From an optimization exercise on the open Yosys and OpenROAD flow, aimed at small area, a short achievable clock period and few clock cycles per item; shortcuts taken in it are not production practice.
Function was checked by simulation only, so behaviour that the tests miss may differ from the original.
Power and IR drop assume default switching activity.

### flow/config.mk
export PLATFORM = sky130hd
export DESIGN_NAME = argb_unpremultiply
export DESIGN_NICKNAME = argb_unpremultiply
export VERILOG_FILES = /design/flow/design.v
export SDC_FILE = /design/flow/constraint.sdc
export NUM_CORES = 4
export LEC_CHECK = 0
export CAP_MARGIN = 20
export CORE_MARGIN = 2
export CORE_UTILIZATION = 40
export CTS_CLUSTER_DIAMETER = 100
export CTS_CLUSTER_SIZE = 25
export SETUP_SLACK_MARGIN = 2.6
export SLEW_MARGIN = 20
### flow/constraint.sdc
create_clock -name core_clock -period 4.5 [get_ports {i_clk}]
set_input_delay 0.9000 -clock core_clock [delete_from_list [all_inputs] [get_ports {i_clk}]]
set_output_delay 0.9000 -clock core_clock [all_outputs]
set_load 0.01 [all_outputs]
### flow/design.v
package aup_pkg;
    localparam int CHAN_W   = 8;
    localparam int N_STAGE  = 8;
endpackage
module aup_lane (
    input  logic       i_clk,
    input  logic [7:0] i_chan,
    input  logic [7:0] i_alpha_s0,    
    input  logic [7:0] i_alpha_s1,    
    input  logic [7:0] i_alpha_s2,    
    input  logic [7:0] i_alpha_s3,    
    input  logic [7:0] i_alpha_s4,    
    input  logic [7:0] i_alpha_s5,    
    input  logic [7:0] i_alpha_s6,    
    input  logic [7:0] i_alpha_s7,    
    output logic       o_over,         
    output logic [7:0] o_q             
);
    function automatic logic [7:0] ge_pfx(input logic [7:0] x, input logic [7:0] y);
        logic [7:0] g, p, gn, pn;
        g = x & ~y;              
        p = x | ~y;              
        g[0] = p[0];
        for (int k = 1; k < 8; k = k * 2) begin
            gn = g;
            pn = p;
            for (int i = k; i < 8; i++) begin
                gn[i] = g[i] | (p[i] & g[i-k]);
                pn[i] = p[i] & p[i-k];
            end
            g = gn;
            p = pn;
        end
        ge_pfx = g;
    endfunction
    function automatic logic [8:0] div_step(input logic [7:0] rem, input logic dbit,
                                            input logic [7:0] dvs);
        logic [7:0] e;
        logic [7:0] g;
        logic       ge;
        logic [7:0] d;
        e  = {rem[6:0], dbit};
        g  = ge_pfx(e, dvs);
        ge = rem[7] | g[7];
        d[0] = e[0] ^ dvs[0];
        for (int i = 1; i < 8; i++) d[i] = e[i] ^ dvs[i] ^ ~g[i-1];
        div_step = ge ? {1'b1, d} : {1'b0, e};
    endfunction
    function automatic logic [7:0] dec_sat(input logic [7:0] c);
        logic [7:0] o;           
        logic       any;
        o[0] = 1'b0;
        o[1] = c[0];
        o[2] = c[0] | c[1];
        o[3] = o[2] | c[2];
        o[4] = o[2] | (c[2] | c[3]);
        o[5] = o[4] | c[4];
        o[6] = o[4] | (c[4] | c[5]);
        o[7] = o[4] | (c[4] | c[5] | c[6]);
        any  = o[4] | (c[4] | c[5] | c[6] | c[7]);
        dec_sat = c ^ (~o & {8{any}});
    endfunction
    logic [7:0] r_hi;
    logic       r_cz;
    always_ff @(posedge i_clk) begin
        r_hi <= dec_sat(i_chan);
        r_cz <= (i_chan == 8'd0);
    end
    logic [7:0] w_ovp;
    assign w_ovp = ge_pfx(r_hi, i_alpha_s0);
    logic [7:0] r_rem1, r_sh1;
    logic       r_ov1;
    logic [7:0] r_rem2, r_sh2;
    logic       r_ov2;
    logic [7:0] r_rem3, r_sh3;
    logic       r_ov3;
    logic [7:0] r_rem4, r_sh4;
    logic       r_ov4;
    logic [7:0] r_rem5, r_sh5;
    logic       r_ov5;
    logic [7:0] r_rem6, r_sh6;
    logic       r_ov6;
    logic [7:0] r_rem7, r_sh7;
    logic       r_ov7;
    logic [7:0] w_rem1, w_sh1;
    logic       w_ov1;
    always_comb begin
        logic [8:0] st;
        w_rem1 = r_hi;
        w_sh1  = (~r_hi & {8{~r_cz}});
        st = div_step(w_rem1, w_sh1[7], i_alpha_s0);
        w_rem1 = st[7:0];
        w_sh1  = {w_sh1[6:0], st[8]};
    end
    assign w_ov1 = w_ovp[7];
    always_ff @(posedge i_clk) begin
        r_rem1 <= w_rem1;
        r_sh1  <= w_sh1;
        r_ov1  <= w_ov1;
    end
    logic [7:0] w_rem2, w_sh2;
    logic       w_ov2;
    always_comb begin
        logic [8:0] st;
        w_rem2 = r_rem1;
        w_sh2  = r_sh1;
        st = div_step(w_rem2, w_sh2[7], i_alpha_s1);
        w_rem2 = st[7:0];
        w_sh2  = {w_sh2[6:0], st[8]};
    end
    assign w_ov2 = r_ov1;
    always_ff @(posedge i_clk) begin
        r_rem2 <= w_rem2;
        r_sh2  <= w_sh2;
        r_ov2  <= w_ov2;
    end
    logic [7:0] w_rem3, w_sh3;
    logic       w_ov3;
    always_comb begin
        logic [8:0] st;
        w_rem3 = r_rem2;
        w_sh3  = r_sh2;
        st = div_step(w_rem3, w_sh3[7], i_alpha_s2);
        w_rem3 = st[7:0];
        w_sh3  = {w_sh3[6:0], st[8]};
    end
    assign w_ov3 = r_ov2;
    always_ff @(posedge i_clk) begin
        r_rem3 <= w_rem3;
        r_sh3  <= w_sh3;
        r_ov3  <= w_ov3;
    end
    logic [7:0] w_rem4, w_sh4;
    logic       w_ov4;
    always_comb begin
        logic [8:0] st;
        w_rem4 = r_rem3;
        w_sh4  = r_sh3;
        st = div_step(w_rem4, w_sh4[7], i_alpha_s3);
        w_rem4 = st[7:0];
        w_sh4  = {w_sh4[6:0], st[8]};
    end
    assign w_ov4 = r_ov3;
    always_ff @(posedge i_clk) begin
        r_rem4 <= w_rem4;
        r_sh4  <= w_sh4;
        r_ov4  <= w_ov4;
    end
    logic [7:0] w_rem5, w_sh5;
    logic       w_ov5;
    always_comb begin
        logic [8:0] st;
        w_rem5 = r_rem4;
        w_sh5  = r_sh4;
        st = div_step(w_rem5, w_sh5[7], i_alpha_s4);
        w_rem5 = st[7:0];
        w_sh5  = {w_sh5[6:0], st[8]};
    end
    assign w_ov5 = r_ov4;
    always_ff @(posedge i_clk) begin
        r_rem5 <= w_rem5;
        r_sh5  <= w_sh5;
        r_ov5  <= w_ov5;
    end
    logic [7:0] w_rem6, w_sh6;
    logic       w_ov6;
    always_comb begin
        logic [8:0] st;
        w_rem6 = r_rem5;
        w_sh6  = r_sh5;
        st = div_step(w_rem6, w_sh6[7], i_alpha_s5);
        w_rem6 = st[7:0];
        w_sh6  = {w_sh6[6:0], st[8]};
    end
    assign w_ov6 = r_ov5;
    always_ff @(posedge i_clk) begin
        r_rem6 <= w_rem6;
        r_sh6  <= w_sh6;
        r_ov6  <= w_ov6;
    end
    logic [7:0] w_rem7, w_sh7;
    logic       w_ov7;
    always_comb begin
        logic [8:0] st;
        w_rem7 = r_rem6;
        w_sh7  = r_sh6;
        st = div_step(w_rem7, w_sh7[7], i_alpha_s6);
        w_rem7 = st[7:0];
        w_sh7  = {w_sh7[6:0], st[8]};
    end
    assign w_ov7 = r_ov6;
    always_ff @(posedge i_clk) begin
        r_rem7 <= w_rem7;
        r_sh7  <= w_sh7;
        r_ov7  <= w_ov7;
    end
    logic [7:0] w_rem8, w_sh8;
    logic       w_ov8;
    always_comb begin
        logic [8:0] st;
        w_rem8 = r_rem7;
        w_sh8  = r_sh7;
        st = div_step(w_rem8, w_sh8[7], i_alpha_s7);
        w_rem8 = st[7:0];
        w_sh8  = {w_sh8[6:0], st[8]};
    end
    assign w_ov8 = r_ov7;
    assign o_q    = w_sh8;
    assign o_over = w_ov8;
endmodule
module aup_merge (
    input  logic [7:0] i_q,
    input  logic       i_zero,
    input  logic       i_over,
    output logic [7:0] o_chan
);
    assign o_chan = i_zero ? 8'd0 : (i_over ? 8'd255 : i_q);
endmodule
import aup_pkg::*;
module argb_unpremultiply (
    input  logic                             i_clk,
    input  logic                             i_rst_n,
    input  logic                             start,
    output logic                             busy,
    input  logic [aup_pkg::CHAN_W-1:0]       i_in_blue,
    input  logic [aup_pkg::CHAN_W-1:0]       i_in_green,
    input  logic [aup_pkg::CHAN_W-1:0]       i_in_red,
    input  logic [aup_pkg::CHAN_W-1:0]       i_in_alpha,
    output logic                             o_strobe,
    output logic [aup_pkg::CHAN_W-1:0]       o_out_red,
    output logic [aup_pkg::CHAN_W-1:0]       o_out_green,
    output logic [aup_pkg::CHAN_W-1:0]       o_out_blue,
    output logic [aup_pkg::CHAN_W-1:0]       o_out_alpha,
    output logic                             o_bad_premul
);
    logic [N_STAGE:0]                r_vld;
    logic [N_STAGE-1:0][CHAN_W-1:0]  r_alpha;
    logic [7:0] w_q_red, w_q_green, w_q_blue;
    logic [7:0] w_c_red, w_c_green, w_c_blue;
    logic       w_ov_red, w_ov_green, w_ov_blue;
    logic       w_zero;
    assign busy = 1'b0;
    always_ff @(posedge i_clk) begin
        if (!i_rst_n) begin
            r_vld <= '0;
        end else begin
            r_vld <= {r_vld[N_STAGE-1:0], start};
        end
    end
    always_ff @(posedge i_clk) begin
        r_alpha[0] <= i_in_alpha;
        for (int k = 1; k < N_STAGE; k++) begin
            r_alpha[k] <= r_alpha[k-1];
        end
    end
    aup_lane u_red (
        .i_clk   (i_clk),
        .i_chan  (i_in_red),
        .i_alpha_s0 (r_alpha[0]),
        .i_alpha_s1 (r_alpha[1]),
        .i_alpha_s2 (r_alpha[2]),
        .i_alpha_s3 (r_alpha[3]),
        .i_alpha_s4 (r_alpha[4]),
        .i_alpha_s5 (r_alpha[5]),
        .i_alpha_s6 (r_alpha[6]),
        .i_alpha_s7 (r_alpha[7]),
        .o_over  (w_ov_red),
        .o_q     (w_q_red)
    );
    aup_lane u_green (
        .i_clk   (i_clk),
        .i_chan  (i_in_green),
        .i_alpha_s0 (r_alpha[0]),
        .i_alpha_s1 (r_alpha[1]),
        .i_alpha_s2 (r_alpha[2]),
        .i_alpha_s3 (r_alpha[3]),
        .i_alpha_s4 (r_alpha[4]),
        .i_alpha_s5 (r_alpha[5]),
        .i_alpha_s6 (r_alpha[6]),
        .i_alpha_s7 (r_alpha[7]),
        .o_over  (w_ov_green),
        .o_q     (w_q_green)
    );
    aup_lane u_blue (
        .i_clk   (i_clk),
        .i_chan  (i_in_blue),
        .i_alpha_s0 (r_alpha[0]),
        .i_alpha_s1 (r_alpha[1]),
        .i_alpha_s2 (r_alpha[2]),
        .i_alpha_s3 (r_alpha[3]),
        .i_alpha_s4 (r_alpha[4]),
        .i_alpha_s5 (r_alpha[5]),
        .i_alpha_s6 (r_alpha[6]),
        .i_alpha_s7 (r_alpha[7]),
        .o_over  (w_ov_blue),
        .o_q     (w_q_blue)
    );
    assign w_zero = (r_alpha[N_STAGE-1] == '0);
    aup_merge u_m_red   (.i_q(w_q_red),   .i_zero(w_zero), .i_over(w_ov_red),   .o_chan(w_c_red));
    aup_merge u_m_green (.i_q(w_q_green), .i_zero(w_zero), .i_over(w_ov_green), .o_chan(w_c_green));
    aup_merge u_m_blue  (.i_q(w_q_blue),  .i_zero(w_zero), .i_over(w_ov_blue),  .o_chan(w_c_blue));
    always_ff @(posedge i_clk) begin
        o_out_red    <= w_c_red;
        o_out_green  <= w_c_green;
        o_out_blue   <= w_c_blue;
        o_out_alpha  <= r_alpha[N_STAGE-1];
        o_bad_premul <= ~w_zero & (w_ov_red | w_ov_green | w_ov_blue);
    end
    assign o_strobe = r_vld[N_STAGE];
endmodule
### flow/flow/run.sh
#!/bin/bash
# The standard layout, with two synthesis changes: adders are left to ABC
# (no fa/ha cell mapping), and ABC maps for delay with flow/abc.script; and
# the clock tree built with one level of sink clusters.
set -euo pipefail
export MY_ABC_SCRIPT=$PWD/flow/abc.script
bash standard.sh ADDER_MAP_FILE= SYNTH_SCRIPT=$PWD/flow/my_synth.tcl \
  "CTS_ARGS=-sink_clustering_enable -repair_clock_nets -sink_clustering_size 25 -sink_clustering_max_diameter 100 -sink_clustering_levels 1" \
  finish > standard_flow.log 2>&1
### flow/flow/abc.script
strash
dch
map -D 900
topo
stime -c
buffer -c
upsize -c
dnsize -c
### flow/flow/my_synth.tcl
# The standard flow's synthesis script (synth_recipe.tcl), with ABC run on flow/abc.script
proc synth {args} { yosys synth -nofsm -noshare {*}$args }
proc abc {args} {
  set i [lsearch -exact $args -script]
  if { $i >= 0 } { lset args [expr {$i + 1}] $::env(MY_ABC_SCRIPT) }
  yosys abc {*}$args
}
source $::env(SCRIPTS_DIR)/synth.tcl
# left out here: clear keep_hierarchy, flatten, clean up, hide names made inside functions, write 1_2_yosys.v
### flow/standard.sh
#!/bin/bash
# synth_recipe.tcl (not shown) runs the flow's synth.tcl, then flattens the netlist and writes it again
# the make line also repeats each setting of config.mk as NAME=value (left out here)
make -C /OpenROAD-flow-scripts/flow DESIGN_CONFIG=/design/flow/config.mk WORK_HOME=/design/flow/orfs CLKGATE_MAP_FILE= SYNTH_SCRIPT=/design/flow/synth_recipe.tcl "${@:-finish}"
==> results of run 1 <==
power by group through the flow:
stage	Combinational [mW]	Sequential [mW]	Clock [mW]
after global routing	5.88	6.29	2.50
after CTS	4.93	6.17	2.34
final	5.17	6.17	2.24
after floorplan	3.72	5.95	0
after global placement	4.78	6.26	0
after detailed placement	4.86	6.26	0
repair_timing:
action	4_1_cts	5_1_grt
cloned	0	2
setup buffers	2	1
endpoints found under the hold margin	0	0
resized for setup	202	135
setup endpoints to repair	183	206
pin swaps	1	5
logic make-up (layout without fill, tap and decap cells):
| family | count (synthesis) | in the layout | share of synthesized area |
|---|---|---|---|
| flops | 490 | 490 | 0.489 |
| other cells | 1 | 1 | 0.000187 |
| xor+xnor | 66 | 66 | 0.0288 |
| mux | 1 | 1 | 0.000499 |
| compound gates | 596 | 597 | 0.179 |
| buf+inv | 379 | 457 | 0.0740 |
| simple gates | 1107 | 1108 | 0.229 |
layout make-up:
class,instances,area [um2]
well taps,672,841
fillers,5020,27400
flip-flops and latches,490,9880
clock buffers,23,576
inverters,359,1350
clock inverters,2,20.0
multi-input cells,1773,9160
repair buffers,73,592
cells in the mapped netlist, types with 28 or more instances:
master / count / area share
xor2_1: 49 / 0.021
o21a_1: 28 / 0.010
nand3_1: 107 / 0.027
nor2_1: 342 / 0.064
inv_1: 350 / 0.065
nand2_1: 536 / 0.10
o21ai_0: 259 / 0.065
a31oi_1: 28 / 0.0087
nand3b_1: 39 / 0.015
a21oi_1: 115 / 0.029
dfxtp_1: 490 / 0.49
nor3_1: 53 / 0.013
layout by cell type, fill, tap and decap left out, types with 18 or more instances in the layout:
master and count:
nand3b_1 39, o21ai_0 210, nand2_1 536, xor2_1 49
a31oi_1 28, clkbuf_16 23, dfxtp_2 48, inv_1 344
o31ai_1 22, dfxtp_1 440, a21oi_1 111, clkdlybuf4s50_1 34
o21ai_1 51, nor3_1 38, o21a_1 18, nor2_1 325
nand3_1 107, buf_2 27
worst reg2reg max path, cell delays in order (launching register included):
cell      delay (ns)
dfxtp_2         0.39
inv_2           0.26
nor2_2          0.08
inv_1           0.12
nand2_1         0.08
o311ai_0        0.48
nand3_1         0.15
nand3b_1        0.11
o21ai_0         0.07
metal layers:
layer,GRT usage,share of wire
met1,0.235,0.44
met4,0.0572,0.030
met3,0.0186,0.037
met2,0.344,0.49
met5,0,0
worst max path at each step:
stage,slack [ns],from,depth (start not counted),to
2_1_floorplan,2.64,i_in_red[0],5,u_red.r_hi[6]$_DFF_P_
3_3_place_gp,2.04,i_in_red[0],8,u_red.r_hi[2]$_DFF_P_
3_5_place_dp,2.02,i_in_red[0],6,u_red.r_hi[6]$_DFF_P_
4_1_cts,2.40,o_out_red[1]$_SDFF_PN0_,1,o_out_red[1]
5_1_grt,2.54,o_out_red[0]$_SDFF_PN0_,1,o_out_red[0]
6_report,2.59,o_out_red[1]$_SDFF_PN0_,1,o_out_red[1]
==> flow_summary.toml, run 1 <==
[cells_and_area]
syn_to_final_growth_pct = 11.7
design_area_um2 = 22400
finalNonFillerCells = 3392
reg_top3 = "r_alpha x64, r_vld x9"
diodes = 0
nets = 2755
fin_util = 0.450
drive_gt1_frac = 0.0945
top_register = "r_alpha"
largest_register_ffs = 64

[global_routing]
grt_max_degree = 26
track_usage = 0.189
grt_overflow = 0
grt_pass1_wl_um = 80100
first_global_vias = 15588
antenna_found_initial = 0

[yosys]
syn_nets = 2675
yosys_warnings = 2
seq_area_frac_synth = 0.489
synthArstFlopShare = 0
postSynthCellCount = 2640
synth_cell_types = 59
synth_ff_type = "dfxtp_1"
synthesis.area_um2 = 20100
synth_edf_count = 0
syn_area_per_cell_um2 = 7.61
yosys_register_bits = 490

[critical_path]
cp-start-kind = "register"
required_ns = 3.60
reg2reg_to = "u_blue.r_rem1[6]$_DFF_P_"
rr_worst_depth = 8
path_cells = "buf_6"
worstPathArrival_ns = 1.01
max_stage_delay_ns = 0.33
crit_buf_inv = 1
cp-end-kind = "output port"
ff2ff_setup_slack_ns = 2.67
critPathSlowestCell = "dfxtp_2"
critPathTopFamily = "flip-flops"
crit_fanout = 1
rr_startpoint = "r_alpha[5]$_DFF_P_"
critical_path_class = "register to output port"

[place]
place_area_um2 = 21500
pre_cts_slack_ns = 2.02
post-dp-hpwl_um = 39100
io_buffers = 68
place_congestion = 0.884
dp.cells = 3362

[timing]
finalSetupViolCount = 0
period_share = 0.424
relSlewSlack = 0.439
hold_viol = 0
tightestPinTransition_ns = 0.841
slew_violations = 0
fin_tns_setup_ns = 0
grt_setup_unrepaired = "yes"
min_period_ns = 1.91
fin_worst_skew_ns = 0.0224
finalHoldWorstSlack_ns = 0.322
max_freq_mhz = 524
setup_ws_ns = 2.59

[hold_path]
min-delay-start = "u_red.r_sh4[1]$_DFF_P_"
worst_hold_path_type = "register to register"
min_path_cells = 0
whs_endpoint = "u_red.r_sh5[2]$_DFF_P_"

[die]
die_h_um = 228
core_area_um2 = 49900
die_area_um2 = 52000
rows = 82
start_util = 0.403
ios = 70
die_w_um = 228

[pwr]
switchingPower_mw = 5.26
vdd_ir_drop_max_uv = 268
combinationalPowerShare = 0.381
sequentialPowerShare = 0.455
power_mw = 13.6
p_int_mw = 8.32
leakage_nw = 10.3
power_density_nw_per_um2 = 606
clock_power_share = 0.165
switching_share = 0.387

[detailed_routing]
vias = 16862
wl_um = 50700
vias_per_cell = 4.97
detail-route-antenna-nets = 0
wire_per_inst_um = 14.9
dr.pass1.iters = 5
drt_iter0_markers = 1091
route.detailed.drc = 0

[clock_tree]
cts_tree = "yes"
cts_buffer_depth = 3
clkSlewWorstSetupHoldPaths_ns = 0.10
numClockSinks = 490
cts_hold_buf = 0
root_buffer = "clkbuf_16"
htree_levels = 1
insertion_delay_ns = 0.57
cts_made_buffers = 23

[flow_run]
drv_cap = 0

[run_status]
outcome = "no timing/DRC/antenna violations"
Testbench counts, summed over its fixed seeds: cycles 18,048, items 18,000.
==> run 2, diff against run 1 <==
--- a/flow/flow/run.sh
+++ b/flow/flow/run.sh
@@ -5,5 +5,5 @@
 set -euo pipefail
 export MY_ABC_SCRIPT=$PWD/flow/abc.script
 bash standard.sh ADDER_MAP_FILE= SYNTH_SCRIPT=$PWD/flow/my_synth.tcl \
-  "CTS_ARGS=-sink_clustering_enable -repair_clock_nets -sink_clustering_size 25 -sink_clustering_max_diameter 100 -sink_clustering_levels 1" \
+  "CTS_ARGS=-sink_clustering_enable -repair_clock_nets -sink_clustering_size 25 -sink_clustering_max_diameter 100 -balance_levels -num_static_layers 0 -branching_point_buffers_distance 2000 -distance_between_buffers 2000" \
   finish > standard_flow.log 2>&1
==> flow_summary.toml, run 2 <==
[die]
core_area_um2 = 49900
rows = 82
die_area_um2 = 52000
ios = 70
die_h_um = 228
start_util = 0.403
die_w_um = 228

[cells_and_area]
largest_register_ffs = 64
reg_top3 = "r_alpha x64, r_vld x9"
fillers = 5020
syn_to_final_growth_pct = 11.7
fin_util = 0.450
diodes = 0
final_common_cell = "nand2_1"
drive_gt1_frac = 0.0945
nets = 2755
final_cell_mix = "536 x nand2_1, 440 x dfxtp_1, 344 x inv_1, 325 x nor2_1, 210 x o21ai_0"
top_register = "r_alpha"

[yosys]
synth_top_family_by_area = "simple AND/OR/NAND/NOR gates"
synth.top_cells.by_count = "536 x nand2_1, 490 x dfxtp_1, 350 x inv_1, 342 x nor2_1, 259 x o21ai_0"
postSynthCellCount = 2640
synth_top_area_share = 0.489
synthesis.area_um2 = 20100
yosys.area_share.simple = 0.229
synthTopCellsByArea = "dfxtp_1 49%, nand2_1 10%, inv_1 6.5%, o21ai_0 6.5%, nor2_1 6.4%"
post-synth-top-count-cell = "nand2_1"
synth_fa_ha_area_frac = 0
synthArstFlopShare = 0
synth_cell_types = 59
yosys_warnings = 2
synth_edf_count = 0
syn_nets = 2675
yosys_register_bits = 490
yosys.area_share.xor_xnor = 0.0288
synth_mux_area_frac = 0.000499
yosys.area.top_type = "dfxtp_1"
synth_ff_type = "dfxtp_1"
syn_area_per_cell_um2 = 7.61
seq_area_frac_synth = 0.489
synth_compound_area_frac = 0.179

[critical_path]
ff2ff_setup_slack_ns = 2.67
cp-start-kind = "register"
path_depth = 1
required_ns = 3.60
max_stage_delay_ns = 0.33
critPathTopFamily = "flip-flops"
crit_buf_inv = 1
critPathSlowestCell = "dfxtp_2"
reg2reg_to = "u_blue.r_rem1[6]$_DFF_P_"
critical_path_class = "register to output port"
rr_startpoint = "r_alpha[5]$_DFF_P_"
cp-end-kind = "output port"
worstPathArrival_ns = 1.01
crit_fanout = 1
endpoint = "o_out_red[1]"
rr_worst_depth = 8
crit_start = "o_out_red[1]$_SDFF_PN0_"
path_cells = "buf_6"

[clock_tree]
cts_hold_buf = 0
cts_tree = "yes"
numClockSinks = 490
insertion_delay_ns = 0.57
cts_made_buffers = 23
cts_buffer_depth = 3
root_buffer = "clkbuf_16"
clkSlewWorstSetupHoldPaths_ns = 0.10
htree_levels = 1

[global_routing]
grt_pass1_wl_um = 80100
antenna_found_initial = 0
grt_max_degree = 26
first_global_vias = 15588
grt_overflow = 0
track_usage = 0.189

[detailed_routing]
drt-met1-wl_um = 22500
vias_per_cell = 4.97
dr.pass1.iters = 5
detail-route-antenna-nets = 0
wire_per_inst_um = 14.9
wl_um = 50700
drt_iter0_markers = 1091
route.detailed.drc = 0
vias = 16862
wl_met3_um = 1870
highest_layer = "met4"
wl_met2_um = 24800

[place]
place_congestion = 0.884
io_buffers = 68
pre_cts_slack_ns = 2.02
post-dp-hpwl_um = 39100

[pwr]
vdd_ir_drop_max_uv = 268
leakage_nw = 10.3
power_density_nw_per_um2 = 606
power_mw = 13.6

[timing]
fin_worst_skew_ns = 0.0224
grt_setup_unrepaired = "yes"
tightestPinTransition_ns = 0.841
min_period_ns = 1.91
slew_violations = 0
relSlewSlack = 0.439
period_share = 0.424
finalSetupViolCount = 0
setup_ws_ns = 2.59
fin_tns_setup_ns = 0
hold_viol = 0
max_freq_mhz = 524

[flow_run]
drv_cap = 0

[hold_path]
min-delay-start = "u_red.r_sh4[1]$_DFF_P_"
worst_hold_path_type = "register to register"

[run_status]
outcome = "no timing/DRC/antenna violations"
-- run 2: cell counts after synthesis --
No cell type changed its count.
-- run 2: routing by layer --
layer  track usage  vias to the layer above
li1              -                     8740
met1         0.235                     7705
met2         0.344                      335
met3        0.0186                       82
met4        0.0572                        0
met5             0                        -
-- run 2: where the power goes --
part	total [mW]	switching (mW)	internal [mW]
Sequential	6.17	0.678	5.49
Clock	2.24	1.31	0.928
Combinational	5.17	3.27	1.90
Total	13.6	5.26	8.32
-- run 2: layout make-up --
cell class	instances	area, um2	area share
clock buffers	23	576	0.0257
clock inverters	2	20.0	0.000893
inverters	359	1350	0.0604
multi-input cells	1773	9160	0.409
flip-flops and latches	490	9880	0.441
well taps	672	841	0.0375
repair buffers	73	592	0.0264
-- run 2: worst min path at each step --
| stage | slack (ns) | to | depth (start not counted) |
|---|---|---|---|
| after floorplan | 0.31 | u_blue.r_ov2$_DFF_P_ | 0 |
| after global placement | 0.31 | u_blue.r_ov6$_DFF_P_ | 0 |
| after detailed placement | 0.31 | u_blue.r_ov3$_DFF_P_ | 0 |
| after CTS | 0.33 | u_red.r_sh5[2]$_DFF_P_ | 0 |
| after global routing | 0.33 | u_blue.r_sh6[1]$_DFF_P_ | 0 |
| final | 0.32 | u_red.r_sh5[2]$_DFF_P_ | 0 |
-- run 2: logic make-up (layout without fill, tap and decap cells) --
logic type / after synthesis / count (layout)
compound gates: 596 / 597
xor+xnor: 66 / 66
buf+inv: 379 / 457
flops: 490 / 490
mux: 1 / 1
other cells: 1 / 1
simple gates: 1107 / 1108
-- run 2: what timing repair did --
item | in CTS | in global routing
endpoints found under the setup margin | 183 | 206
setup buffers | 2 | 1
gates resized for setup | 202 | 135
pin swaps | 1 | 5
cloned | 0 | 2
-- run 2: stage by stage --
stage                     area, um2  hold slack [ns]  instances
after global placement        21500            0.310       3362
after CTS                     22100            0.326       3389
final                         22400            0.322       3392
after detailed placement      21500            0.312       3362
after global routing          22400            0.332       3392
after floorplan               20100            0.310       2640

afterwards: timing with drivers on the ports:
In the flow no input, the clock included, has a driving cell. The finished layouts below were timed again as built, in two steps. Step 1, drivers: a clkbuf_16 drives i_clk and a buf_2 each remaining input, both assumed. Step 2 times the ports against the registers' clock, not the clock port: input delays grow and output delays shrink by t, the midpoint of the rising clock arrivals with the driver on. a / b / c = no drivers / after step 1 / after step 2; a / b = the first two.
run	t (ns)	setup slack, ns	hold WS [ns]	worst register clock-pin slew, ns	cell pins on the clock port's net
run 1	0.613	2.593 / 2.539 / 2.106	0.322 / 0.322 / 0.322	0.10 / 0.10	1
run 2	0.613	2.593 / 2.539 / 2.106	0.322 / 0.322 / 0.322	0.10 / 0.10	1
After both steps every run listed still meets setup and hold.
